Source: an optimization exercise on an open RTL-to-GDS flow (aim: small area). Production flows keep margins and buffers that such runs may drop.
In this exercise RTL edits were held to simulation tests only and were not proved equivalent to the original.
No run shown here takes its clock network from TritonCTS; it comes from the design's own scripts or RTL.
No driver is modelled on the clock port, so clock power and skew are understated where the tree is cut down; a real chip needs a root buffer or a tree.
No activity file was given, so power comes from the tool's default toggle rates.

**flow/flow/run.sh**
```bash
#!/bin/bash
# Standard ORFS layout with a smaller port buffer and a leaner clock tree:
# TritonCTS builds the tree without dummy loads, then flow/post_cts_inv.tcl
# turns the root and leaf clock buffers into inverters sized to a clock-pin
# slew target. make's full output goes to make.log; each ORFS step logs
# under orfs/logs.
set -o pipefail
W=$(pwd)
bash standard.sh LEAF_SLEW_TARGET=0.120 POST_CTS_TCL="$W/flow/post_cts_inv.tcl" BUFFER_PORTS_ARGS='-buffer_cell sky130_fd_sc_hd__buf_1' CTS_ARGS='-sink_clustering_enable -repair_clock_nets -dont_use_dummy_load -buf_list {sky130_fd_sc_hd__buf_4} -sink_clustering_size 14 -sink_clustering_max_diameter 45' finish > make.log 2>&1
```
**flow/flow/post_cts_inv.tcl**
```tcl
set inv_sizes {sky130_fd_sc_hd__inv_4 sky130_fd_sc_hd__inv_6 sky130_fd_sc_hd__inv_8 sky130_fd_sc_hd__inv_12 sky130_fd_sc_hd__inv_16}
set root_inv sky130_fd_sc_hd__inv_16
set leaf_target $::env(LEAF_SLEW_TARGET)
set ::clkinv_db [ord::get_db]
set ::clkinv_block [ord::get_db_block]
set block $::clkinv_block

# Replace buffer inst (A -> X) by an inverter (A -> Y) of master in place.
proc buf_to_inv { inst master_name } {
  set db $::clkinv_db
  set block $::clkinv_block
  set name [$inst getName]
  set a [[$inst findITerm A] getNet]
  set x [[$inst findITerm X] getNet]
  set loc [$inst getLocation]
  set orient [$inst getOrient]
  odb::dbInst_destroy $inst
  set new [odb::dbInst_create $block [$db findMaster $master_name] $name]
  [$new findITerm A] connect $a
  [$new findITerm Y] connect $x
  $new setOrient $orient
  $new setLocation [lindex $loc 0] [lindex $loc 1]
  $new setPlacementStatus PLACED
  return $new
}

proc net_driver_inst { net_name } {
  set block $::clkinv_block
  set net [$block findNet $net_name]
  foreach it [$net getITerms] {
    if {[$it isOutputSignal]} { return [$it getInst] }
  }
  return ""
}

proc leaf_worst_slew { net_name } {
  set w 0.0
  foreach pin [get_pins -of_objects [get_nets $net_name] -filter "direction==input"] {
    foreach e {rise fall} {
      set s [get_property $pin slew_max_$e]
      if {$s > $w} { set w $s }
    }
  }
  return $w
}

# Every flip-flop must hang off a leaf net, and every leaf net off the root
# through the same number of buffers, or the parity argument above fails.
set clk_port_net [$block findNet clk_main_a0]
set root [net_driver_inst clknet_0_clk_main_a0]
set ok 1
foreach it [$clk_port_net getITerms] {
  if {[$it getInst] ne $root} { set ok 0 }
}
foreach inst [$block getInsts] {
  set ck [$inst findITerm CLK]
  if {$ck eq "NULL" || $ck eq ""} continue
  set n [$ck getNet]
  if {$n eq "NULL" || ![string match clknet_leaf_* [$n getName]]} { set ok 0 }
}
if {!$ok} {
  puts "CLKINV clock tree shape not as expected; leaving it as built"
} else {
  buf_to_inv $root $root_inv
  set leaves {}
  foreach net [$block getNets] {
    if {[string match clknet_leaf_* [$net getName]]} { lappend leaves [$net getName] }
  }
  estimate_parasitics -placement
  foreach n $leaves {
    set inst [buf_to_inv [net_driver_inst $n] [lindex $inv_sizes 0]]
    set sta_inst [get_cells [$inst getName]]
    set chosen ""
    foreach size $inv_sizes {
      replace_cell $sta_inst $size
      set w [leaf_worst_slew $n]
      if {$w < $leaf_target} { set chosen $size; break }
    }
    puts "CLKINV $n $size [format %.4f $w]"
  }
  detailed_placement
  check_placement -verbose
  estimate_parasitics -placement
  report_clock_skew
  report_check_types -max_slew -max_capacitance -violators
}
```
**flow/standard.sh**
```bash
#!/bin/bash
# synth_recipe.tcl (not shown) runs the flow's synth.tcl, then flattens the netlist and writes it again
# the make line also repeats each setting of config.mk as NAME=value (left out here)
make -C /OpenROAD-flow-scripts/flow DESIGN_CONFIG=/design/flow/config.mk WORK_HOME=/design/flow/orfs CLKGATE_MAP_FILE= SYNTH_SCRIPT=/design/flow/synth_recipe.tcl "${@:-finish}"
```
**flow/config.mk**
```make
export PLATFORM = sky130hd
export DESIGN_NAME = cl_shell_top
export DESIGN_NICKNAME = cl_shell_top
export VERILOG_FILES = /design/flow/design.v
export SDC_FILE = /design/flow/constraint.sdc
export NUM_CORES = 4
export LEC_CHECK = 0
export CAP_MARGIN = 20
export CORE_MARGIN = 2
export CORE_UTILIZATION = 70
export PLACE_DENSITY = 0.85
export SLEW_MARGIN = 20
```
**flow/constraint.sdc**
```tcl
create_clock -name core_clock -period 5.0 [get_ports {clk_main_a0}]
set_input_delay 1.0000 -clock core_clock [delete_from_list [all_inputs] [get_ports {clk_main_a0}]]
set_output_delay 1.0000 -clock core_clock [all_outputs]
set_load 0.01 [all_outputs]
```
**flow/design.v**
```verilog
package shell_glue_pkg;
   localparam int NUM_DDR   = 4;       
   localparam int DDR_A_BIT = 0;
   localparam int DDR_B_BIT = 1;
   localparam int DDR_C_BIT = 2;       
   localparam int DDR_D_BIT = 3;
   localparam int NUM_STAT_CH      = 3;
   localparam int STAT_PIPE_STAGES = 8;    
   localparam int RST_PIPE_STAGES  = 4;    
   localparam int STAT_ADDR_W = 8;
   localparam int STAT_DATA_W = 32;
   localparam int STAT_INT_W  = 8;
   localparam int HOST_ID_W = 6;
   localparam int CORE_ID_W = 16;
   localparam int ID_PAD_W  = CORE_ID_W - HOST_ID_W;    
   typedef struct packed {
      logic                   wr;       
      logic                   rd;       
      logic [STAT_ADDR_W-1:0] addr;     
      logic [STAT_DATA_W-1:0] wdata;    
   } stat_req_t;
   typedef struct packed {
      logic                   ack;      
      logic [STAT_INT_W-1:0]  intr;     
      logic [STAT_DATA_W-1:0] rdata;    
   } stat_rsp_t;
   localparam int STAT_REQ_W = 2 + STAT_ADDR_W + STAT_DATA_W;
   localparam int STAT_RSP_W = 1 + STAT_INT_W + STAT_DATA_W;
endpackage
`timescale 1ns/1ps
import shell_glue_pkg::*;
module lib_pipe
#(
   parameter int WIDTH  = 1,                  
   parameter int STAGES = RST_PIPE_STAGES     
)
(
   input  logic             clk_main_a0,
   input  logic [WIDTH-1:0] in_bus,
   output logic [WIDTH-1:0] out_bus
);
   logic [WIDTH-1:0] pipe_q [STAGES];    
   always_ff @(posedge clk_main_a0)
   begin
      pipe_q[0] <= in_bus;
      for (int i = 1; i < STAGES; i++)
      begin
         pipe_q[i] <= pipe_q[i-1];     
      end
   end
   assign out_bus = pipe_q[STAGES-1];
endmodule
`timescale 1ns/1ps
import shell_glue_pkg::*;
module rst_sync_tree
(
   input  logic clk_main_a0,
   input  logic sync_rst_n,      
   output logic local_rst_n,     
   output logic ddr_rst_n,       
   output logic core_rst_n,      
   output logic stat_ok          
);
   logic pre_sync_rst_n;         
   always_ff @(posedge clk_main_a0 or negedge sync_rst_n)
   begin
      if (!sync_rst_n)
      begin
         pre_sync_rst_n <= 1'b0;
         local_rst_n    <= 1'b0;
      end
      else
      begin
         pre_sync_rst_n <= 1'b1;
         local_rst_n    <= pre_sync_rst_n;
      end
   end
   logic [1:0] jc_q;             
   logic       ddr_q;            
   logic       stat_q;           
   logic       wrap;             
   assign wrap = jc_q[1] & ~jc_q[0];
   always_ff @(posedge clk_main_a0 or negedge local_rst_n)
   begin
      if (!local_rst_n)
      begin
         jc_q   <= 2'b00;
         ddr_q  <= 1'b0;
         stat_q <= 1'b0;
      end
      else
      begin
         jc_q   <= {jc_q[0], ~jc_q[1]};
         ddr_q  <= ddr_q | wrap;
         stat_q <= stat_q | (ddr_q & wrap);
      end
   end
   assign ddr_rst_n  = ddr_q;
   assign core_rst_n = ddr_q;
   assign stat_ok    = stat_q;
endmodule
`timescale 1ns/1ps
import shell_glue_pkg::*;
module flr_ready_monitor
(
   input  logic                   clk_main_a0,
   input  logic                   local_rst_n,
   input  logic                   flr_assert,      
   output logic                   flr_done,        
   input  logic [NUM_STAT_CH-1:0] ctrl_ready,      
   input  logic                   ddr_c_ready,     
   output logic [NUM_DDR-1:0]     ddr_ready
);
   logic flr_assert_q;       
   logic ddr_c_ready_q;      
   always_ff @(posedge clk_main_a0 or negedge local_rst_n)
   begin
      if (!local_rst_n)
      begin
         flr_assert_q <= 1'b0;
         flr_done     <= 1'b0;
      end
      else
      begin
         flr_assert_q <= flr_assert;
         flr_done     <= flr_assert_q && !flr_done;
      end
   end
   always_ff @(posedge clk_main_a0 or negedge local_rst_n)
   begin
      if (!local_rst_n)
         ddr_c_ready_q <= 1'b0;
      else
         ddr_c_ready_q <= ddr_c_ready;     
   end
   assign ddr_ready[DDR_A_BIT] = ctrl_ready[0];
   assign ddr_ready[DDR_B_BIT] = ctrl_ready[1];
   assign ddr_ready[DDR_C_BIT] = ddr_c_ready_q;
   assign ddr_ready[DDR_D_BIT] = ctrl_ready[2];
endmodule
`timescale 1ns/1ps
import shell_glue_pkg::*;
module ddr_stat_bridge
(
   input  logic      clk_main_a0,
   input  logic      stat_ok,
   input  logic [NUM_STAT_CH*STAT_REQ_W-1:0] stat_req_in,
   output logic [NUM_STAT_CH*STAT_REQ_W-1:0] stat_req_out,
   input  logic [NUM_STAT_CH*STAT_RSP_W-1:0] stat_rsp_in,
   output logic [NUM_STAT_CH*STAT_RSP_W-1:0] stat_rsp_out
);
   localparam int REQ_W = STAT_REQ_W;    
   localparam int RSP_W = STAT_RSP_W;    
   localparam int REQ_PAY_W = STAT_ADDR_W + STAT_DATA_W;    
   localparam int RSP_PAY_W = STAT_DATA_W;                  
   for (genvar ch = 0; ch < NUM_STAT_CH; ch++)
   begin : g_stat_ch
      logic [REQ_W-1:0] req_flat;        
      logic [RSP_W-1:0] rsp_flat;        
      lib_pipe #(
         .WIDTH  (REQ_W),
         .STAGES (STAT_PIPE_STAGES)
      ) req_pipe (
         .clk_main_a0 (clk_main_a0),
         .in_bus      (stat_req_in[ch*REQ_W +: REQ_W]),
         .out_bus     (req_flat)
      );
      lib_pipe #(
         .WIDTH  (RSP_W),
         .STAGES (STAT_PIPE_STAGES)
      ) rsp_pipe (
         .clk_main_a0 (clk_main_a0),
         .in_bus      (stat_rsp_in[ch*RSP_W +: RSP_W]),
         .out_bus     (rsp_flat)
      );
      assign stat_req_out[ch*REQ_W + REQ_PAY_W +: 2] =
         req_flat[REQ_PAY_W +: 2] & {2{stat_ok}};
      assign stat_req_out[ch*REQ_W +: REQ_PAY_W] = req_flat[REQ_PAY_W-1:0];
      assign stat_rsp_out[ch*RSP_W + RSP_PAY_W +: RSP_W-RSP_PAY_W] =
         rsp_flat[RSP_PAY_W +: RSP_W-RSP_PAY_W] & {(RSP_W-RSP_PAY_W){stat_ok}};
      assign stat_rsp_out[ch*RSP_W +: RSP_PAY_W] = rsp_flat[RSP_PAY_W-1:0];
   end
endmodule
`timescale 1ns/1ps
import shell_glue_pkg::*;
module cl_shell_top
(
   input  logic                   clk_main_a0,
   input  logic                   sync_rst_n,        
   output logic                   ddr_rst_n,         
   output logic                   core_rst_n,        
   input  logic                   flr_assert,
   output logic                   flr_done,
   input  logic [NUM_STAT_CH-1:0] ctrl_ready,        
   input  logic                   ddr_c_ready,       
   output logic [NUM_DDR-1:0]     ddr_ready,
   input  logic [NUM_STAT_CH*STAT_REQ_W-1:0] stat_req_in,
   output logic [NUM_STAT_CH*STAT_REQ_W-1:0] stat_req_out,
   input  logic [NUM_STAT_CH*STAT_RSP_W-1:0] stat_rsp_in,
   output logic [NUM_STAT_CH*STAT_RSP_W-1:0] stat_rsp_out,
   input  logic [HOST_ID_W-1:0]   host_awid,
   input  logic [HOST_ID_W-1:0]   host_arid,
   output logic [HOST_ID_W-1:0]   host_bid,
   output logic [HOST_ID_W-1:0]   host_rid,
   output logic [CORE_ID_W-1:0]   core_awid,
   output logic [CORE_ID_W-1:0]   core_arid,
   input  logic [CORE_ID_W-1:0]   core_bid,
   input  logic [CORE_ID_W-1:0]   core_rid
);
   logic local_rst_n;      
   logic stat_ok;          
   rst_sync_tree rst_tree (
      .clk_main_a0 (clk_main_a0),
      .sync_rst_n  (sync_rst_n),
      .local_rst_n (local_rst_n),
      .ddr_rst_n   (ddr_rst_n),
      .core_rst_n  (core_rst_n),
      .stat_ok     (stat_ok)
   );
   flr_ready_monitor status_mon (
      .clk_main_a0 (clk_main_a0),
      .local_rst_n (local_rst_n),
      .flr_assert  (flr_assert),
      .flr_done    (flr_done),
      .ctrl_ready  (ctrl_ready),
      .ddr_c_ready (ddr_c_ready),
      .ddr_ready   (ddr_ready)
   );
   ddr_stat_bridge stat_bridge (
      .clk_main_a0  (clk_main_a0),
      .stat_ok      (stat_ok),
      .stat_req_in  (stat_req_in),
      .stat_req_out (stat_req_out),
      .stat_rsp_in  (stat_rsp_in),
      .stat_rsp_out (stat_rsp_out)
   );
   assign core_awid = {{ID_PAD_W{1'b0}}, host_awid};
   assign core_arid = {{ID_PAD_W{1'b0}}, host_arid};
   assign host_bid  = core_bid[HOST_ID_W-1:0];
   assign host_rid  = core_rid[HOST_ID_W-1:0];
endmodule
```
==> results.toml, run 1 <==
[layout]
layout-drive-gt1-share_pct = 7.25
areaGrowthSynthToFinish_pct = 4.81
final_common_cell = "dfxtp_1"
nets = 3032
utilization_pct = 73.9
layout_common_cells = "1,992 x dfxtp_1, 505 x buf_1, 147 x inv_4"

[route]
routedWlPerCell_um = 16.1
drt_iter0_markers = 474
drt_first_pass_iters = 4
antenna_left = 0
vias = 15000
drc_errors = 0
viasPerCell = 4.26
wl_um = 56700

[setup_path]
rr_startpoint = "rst_tree.stat_q$_DFF_PN0_"
r2r_cells = 1
start_kind = "flip-flop"
worst_setup_path_end_kind = "output pin"
slowest_stage = "dfrtp_1"
cp_max_fo = 34
r2r_slack_ns = 3.84
cp.arrival_ns = 1.75
worstPathCellList = "and2_2 -> buf_1"
worstSetupPathType = "flip-flop to output pin"
reg2reg_to = "rst_tree.stat_q$_DFF_PN0_"
slowest_delay_ns = 0.86
critPathRequiredTime_ns = 4.00

[power]
p_leak_nw = 18.4
p_per_area_nw_per_um2 = 511
vdd_drop_max_mv = 0.401

[timing]
hold_violations = 0
finalSetupViolations = 0
drv_slew = 0
rsz0062_at_grt = "no"
finalSetupTns_ns = 0
fin_crit_sh_pct = 55.1
tightest_slew_ns = 0.788
max_slew_margin_pct = 47.5
min_period_ns = 2.75
max_freq_ghz = 0.363
fin_skew_ns = 0.0986

[clock_network]
cts.sinks = 2001
cts.clk_slew.worst_paths_ns = 0.11
clock_latency_ns = 0.46

[synth]
avgSynthCellArea_um2 = 18.4
ys_top_cells_by_area = "dfxtp_1 94%, buf_4 4.7%, and2_2 0.58%"
synth.top_cell.area_share_pct = 94.1
yosys_warnings = 6
synth-seq-area-share_pct = 94.6
synth-seq-cells = 2001
syn_area_um2 = 42400
synthCells = 2309
yosys.area.top_type = "dfxtp_1"
yosysUniqueCellTypes = 10

[grt]
grtUsageTotal_pct = 17.9
antenna_found_initial = 10
grt_max_degree = 35
grt_pass1_vias = 15800
overflow = 0
grt_pass1_wl_um = 82400

[outcome]
status = "no timing/DRC/antenna violations"

[floorplan]
coreArea_um2 = 60100
die_w_um = 250
dieArea_um2 = 62500
rows = 90
start_util_pct = 70.5
io_pins = 600
die_h_um = 250

[placement]
port_buffers = 505
dp_hpwl_um = 40300
gp_congestion = 0.771

[flow_run]
cap_viol_max_count = 0

[worst_hold_path]
hp-class = "flip-flop to asynchronous set/reset pin"
-- worst max-delay path, delay by kind of cell, from the launching register on --
kind / cells / cell delay, ns
DFF: 1 / 0.86
buffers and inverters: 1 / 0.16
and+or+nand+nor: 1 / 0.29
-- registers in the layout (all words and copies together) (netlist names) --
| register | flops |
|---|---|
| rst_tree.stat_q | 1 |
| stat_bridge.g_stat_ch.req_pipe.pipe_q | 1008 |
| status_mon.flr_done | 1 |
| status_mon.flr_assert_q | 1 |
| rst_tree.jc_q | 2 |
| rst_tree.local_rst_n | 1 |
| rst_tree.ddr_q | 1 |
| status_mon.ddr_c_ready_q | 1 |
| rst_tree.pre_sync_rst_n | 1 |
| stat_bridge.g_stat_ch.rsp_pipe.pipe_q | 984 |
-- metrics by stage --
step	power [mW]	hold slack, ns	area, um^2	setup WS (ns)	std cells
after global placement	17.6	0.0914	43300	2.82	3347
after detailed placement	17.7	0.103	43300	2.69	3347
after floorplan	17.5	0.0815	42500	2.88	2328
after global routing	23.5	0.149	44400	2.06	3518
final	22.7	0.109	44400	2.25	3523
-- area by class of cell, without the clock buffers --
| cell class | count | area (um^2) |
|---|---|---|
| antenna | 11 | 27.5 |
| inverter | 150 | 947 |
| sequential | 2001 | 40100 |
| multi-input combinational | 57 | 349 |
| tap | 782 | 978 |
| fill | 3377 | 15700 |
| timing repair buffer | 506 | 1910 |
-- power by group --
group | internal [mW] | switching [mW] | leakage [nW]
Combinational | 0.0948 | 0.161 | 0.774
Sequential | 16.8 | 0.223 | 16.9
Clock | 0.678 | 4.75 | 0.743
-- worst max-delay path by stage --
stage | end | slack (ns) | startpoint
after floorplan | core_arid[0] | 2.88 | host_arid[0]
after global placement | stat_rsp_out[121] | 2.82 | rst_tree.stat_q$_DFF_PN0_
after detailed placement | stat_req_out[125] | 2.69 | rst_tree.stat_q$_DFF_PN0_
after global routing | stat_rsp_out[79] | 2.06 | rst_tree.stat_q$_DFF_PN0_
final | stat_rsp_out[79] | 2.25 | rst_tree.stat_q$_DFF_PN0_
-- synth_stat cells, drive strengths merged --
master	number
nor2b	1
clkbuf	3
inv	2
a31o	1
dfxtp	1992
dfrtp	9
conb	2
buf	265
a21o	1
and2	33
-- metal layers --
layer	wire (um)	global-route usage, %	vias up	share of wire, %
met3	3790	6.31	143	6.7
li1	-	-	7603	-
met5	40	0	-	0.071
met1	20800	17.5	6807	37
met2	30100	33.1	453	53
met4	2000	9.43	6	3.5
-- cells by family after synthesis --
group	count (synthesis)	share of synthesized area, %
buffers and inverters	270	4.75
other	2	0.0177
AOI/OAI and AO/OA	2	0.0384
and+or+nand+nor	34	0.599
DFF	2001	94.6
==> inputs of run 2 (changes only) <==
==> flow/flow/run.sh (replaced) <==
#!/bin/bash
# Standard ORFS layout with a smaller port buffer and a leaner clock tree:
# TritonCTS builds the tree without dummy loads, then flow/post_cts_inv.tcl
# turns the root and leaf clock buffers into inverters sized to a clock-pin
# slew target. make's full output goes to make.log; each ORFS step logs
# under orfs/logs.
set -o pipefail
W=$(pwd)
bash standard.sh LEAF_SLEW_TARGET=0.118 POST_CTS_TCL="$W/flow/post_cts_inv.tcl" BUFFER_PORTS_ARGS='-buffer_cell sky130_fd_sc_hd__buf_1' CTS_ARGS='-sink_clustering_enable -repair_clock_nets -dont_use_dummy_load -buf_list {sky130_fd_sc_hd__buf_4} -sink_clustering_size 14 -sink_clustering_max_diameter 45' finish > make.log 2>&1
--- a/flow/flow/post_cts_inv.tcl
+++ b/flow/flow/post_cts_inv.tcl
@@ -66,15 +66,16 @@
   foreach net [$block getNets] {
     if {[string match clknet_leaf_* [$net getName]]} { lappend leaves [$net getName] }
   }
-  estimate_parasitics -placement
   foreach n $leaves {
-    set inst [buf_to_inv [net_driver_inst $n] [lindex $inv_sizes 0]]
-    set sta_inst [get_cells [$inst getName]]
-    set chosen ""
+    buf_to_inv [net_driver_inst $n] [lindex $inv_sizes 0]
+  }
+  foreach n $leaves {
+    set sta_inst [get_cells [[net_driver_inst $n] getName]]
     foreach size $inv_sizes {
       replace_cell $sta_inst $size
+      estimate_parasitics -placement
       set w [leaf_worst_slew $n]
-      if {$w < $leaf_target} { set chosen $size; break }
+      if {$w < $leaf_target} { break }
     }
     puts "CLKINV $n $size [format %.4f $w]"
   }
==> results.toml, run 2 <==
[synth]
async_reset_ff_share_pct = 0.450
synth-seq-cells = 2001
synth_commonest_cells = "1,992 x dfxtp_1, 265 x buf_4, 33 x and2_2, 9 x dfrtp_1, 3 x clkbuf_2"
ys_top_cells_by_area = "dfxtp_1 94%, buf_4 4.7%, and2_2 0.58%"
ys.flop_type = "dfxtp_1"
yosysUniqueCellTypes = 10
synth-seq-area-share_pct = 94.6
synth_edf_count = 0
yosysMostFrequentCell = "dfxtp_1"
synthCells = 2309
yosys_warnings = 6
avgSynthCellArea_um2 = 18.4
yosys.area.top_type = "dfxtp_1"
syn_area_um2 = 42400
synth.top_cell.area_share_pct = 94.1

[placement]
gp_congestion = 0.771
port_buffers = 505
dp_hpwl_um = 40300

[power]
vdd_drop_max_mv = 0.401
p_per_area_nw_per_um2 = 514
p_leak_nw = 18.4

[layout]
largest_reg_flops = 1008
final_common_cell = "dfxtp_1"
nets = 3032
layout-drive-gt1-share_pct = 7.25
top_register = "stat_bridge.g_stat_ch.req_pipe.pipe_q"
areaGrowthSynthToFinish_pct = 5.03
fillerInstances = 3341
top_regs = "stat_bridge.g_stat_ch.req_pipe.pipe_q: 1008 flops, stat_bridge.g_stat_ch.rsp_pipe.pipe_q: 984 flops, rst_tree.jc_q: 2 flops"
layout_common_cells = "1,992 x dfxtp_1, 505 x buf_1, 109 x inv_4"

[setup_path]
cp_max_fo = 34
worstPathCellList = "and2_2 -> buf_1"
slowest_delay_ns = 0.86
slowest_stage = "dfrtp_1"
rr_startpoint = "rst_tree.stat_q$_DFF_PN0_"
critPathRequiredTime_ns = 4.00
start_kind = "flip-flop"
worstSetupPathType = "flip-flop to output pin"
cp_top_family = "flip-flops"
worst_setup_path_end_kind = "output pin"
cp.arrival_ns = 1.75
critPathLaunch = "rst_tree.stat_q$_DFF_PN0_"
cp.buffers_inverters = 1

[route]
viasPerCell = 4.26
drt_iter0_markers = 472
wl_um = 56600
routedWlPerCell_um = 16.1
drt_first_pass_iters = 4
vias = 15000
antenna_left = 0
drc_errors = 0

[floorplan]
coreArea_um2 = 60100
die_h_um = 250
dieArea_um2 = 62500
io_pins = 600
die_w_um = 250
rows = 90
start_util_pct = 70.5

[worst_hold_path]
hp-class = "flip-flop to asynchronous set/reset pin"

[timing]
finalSetupViolations = 0
max_freq_ghz = 0.364
min_period_ns = 2.75
max_slew_margin_pct = 48.0
tightest_slew_ns = 0.779
fin_skew_ns = 0.110
finalSetupTns_ns = 0
whs_ns = 0.108
drv_slew = 0
rsz0062_at_grt = "no"
fin_crit_sh_pct = 54.9
hold_violations = 0

[grt]
grt_max_degree = 35
grt_pass1_vias = 15800
antenna_found_initial = 10
overflow = 0
grtUsageTotal_pct = 17.9
grt_pass1_wl_um = 82400

[clock_network]
cts.sinks = 2001
clock_latency_ns = 0.49
cts.clk_slew.worst_paths_ns = 0.11

[outcome]
status = "no timing/DRC/antenna violations"

[flow_run]
cap_viol_max_count = 0
## run 2: cell counts after synthesis
No cell type changed its count.
## run 2: logic make-up after synthesis
family / share of synthesized area [%]
buffers and inverters: 4.75
DFF: 94.6
AOI/OAI and AO/OA: 0.0384
and+or+nand+nor: 0.599
other: 0.0177
## run 2: area by class of cell, without the clock buffers
class                           count  area [um^2]  share of cell area (%)
Sequential cell                  2001        40100                    90.1
Timing Repair Buffer              506         1910                    4.28
Inverter                          150         1040                    2.34
Tap cell                          782          978                    2.20
Multi-Input combinational cell     57          349                   0.784
Antenna cell                       11         27.5                  0.0618
## run 2: through the flow
step	setup WS, ns	area, um^2	power (mW)	instances	util [%]
3_3_place_gp	2.82	43300	17.6	3347	72.1
5_1_grt	2.06	44500	23.7	3518	74.0
3_5_place_dp	2.69	43300	17.7	3347	72.1
2_1_floorplan	2.88	42500	17.5	2328	-
6_report	2.25	44500	22.9	3523	74.0
## run 2: worst paths after layout
check	to	slack (ns)	cells after the start
setup / recovery	stat_rsp_out[79]	2.25	2
hold / removal	status_mon.flr_done$_DFF_PN0_	0.11	0
setup reg to reg	rst_tree.stat_q$_DFF_PN0_	3.84	1
hold reg to reg	status_mon.flr_done$_DFF_PN0_	0.11	0
max in group asynchronous	rst_tree.local_rst_n$_DFF_PN0_	4.01	2
min in group core_clock	stat_bridge.g_stat_ch[0].req_pipe.pipe_q[6][20]$_DFF_P_	0.22	0
## run 2: per-layer routing
metal	wire (um)	track usage [%]
met3	3770	6.31
met4	1930	9.43
met5	40	0
met1	20700	17.4
met2	30100	33.1
## run 2: report_power, final
part | switching (mW) | internal (mW) | leakage (nW)
registers | 0.223 | 16.8 | 16.9
clock network | 4.86 | 0.738 | 0.745
logic | 0.160 | 0.0948 | 0.774
total | 5.24 | 17.6 | 18.4

-- re-timing with driven ports --
How much do the figures lean on ideal ports? The routed layouts below were timed once more, with nothing changed but the port constraints.
Step 1, drivers: a clkbuf_16 drives clk_main_a0 and a buf_2 each remaining input, both assumed.
Step 2 times the ports against the registers' clock, not the clock port: input delays grow and output delays shrink by t, the midpoint of the rising clock arrivals with the driver on.
a / b / c = ideal / step 1 / step 2; a / b = the first two.
| run | t, ns | setup slack, ns | worst setup path at the end | slew at the worst register clock pin (ns) | worst data-port slew with drivers (ns) |
|---|---|---|---|---|---|
| run 1 | 0.507 | 2.246 / 2.155 / 2.663 | register to output | 0.12 / 0.12 | 0.12 |
| run 2 | 0.531 | 2.254 / 2.164 / 2.695 | register to output | 0.12 / 0.12 | 0.12 |
After both steps every run listed still meets setup and hold.
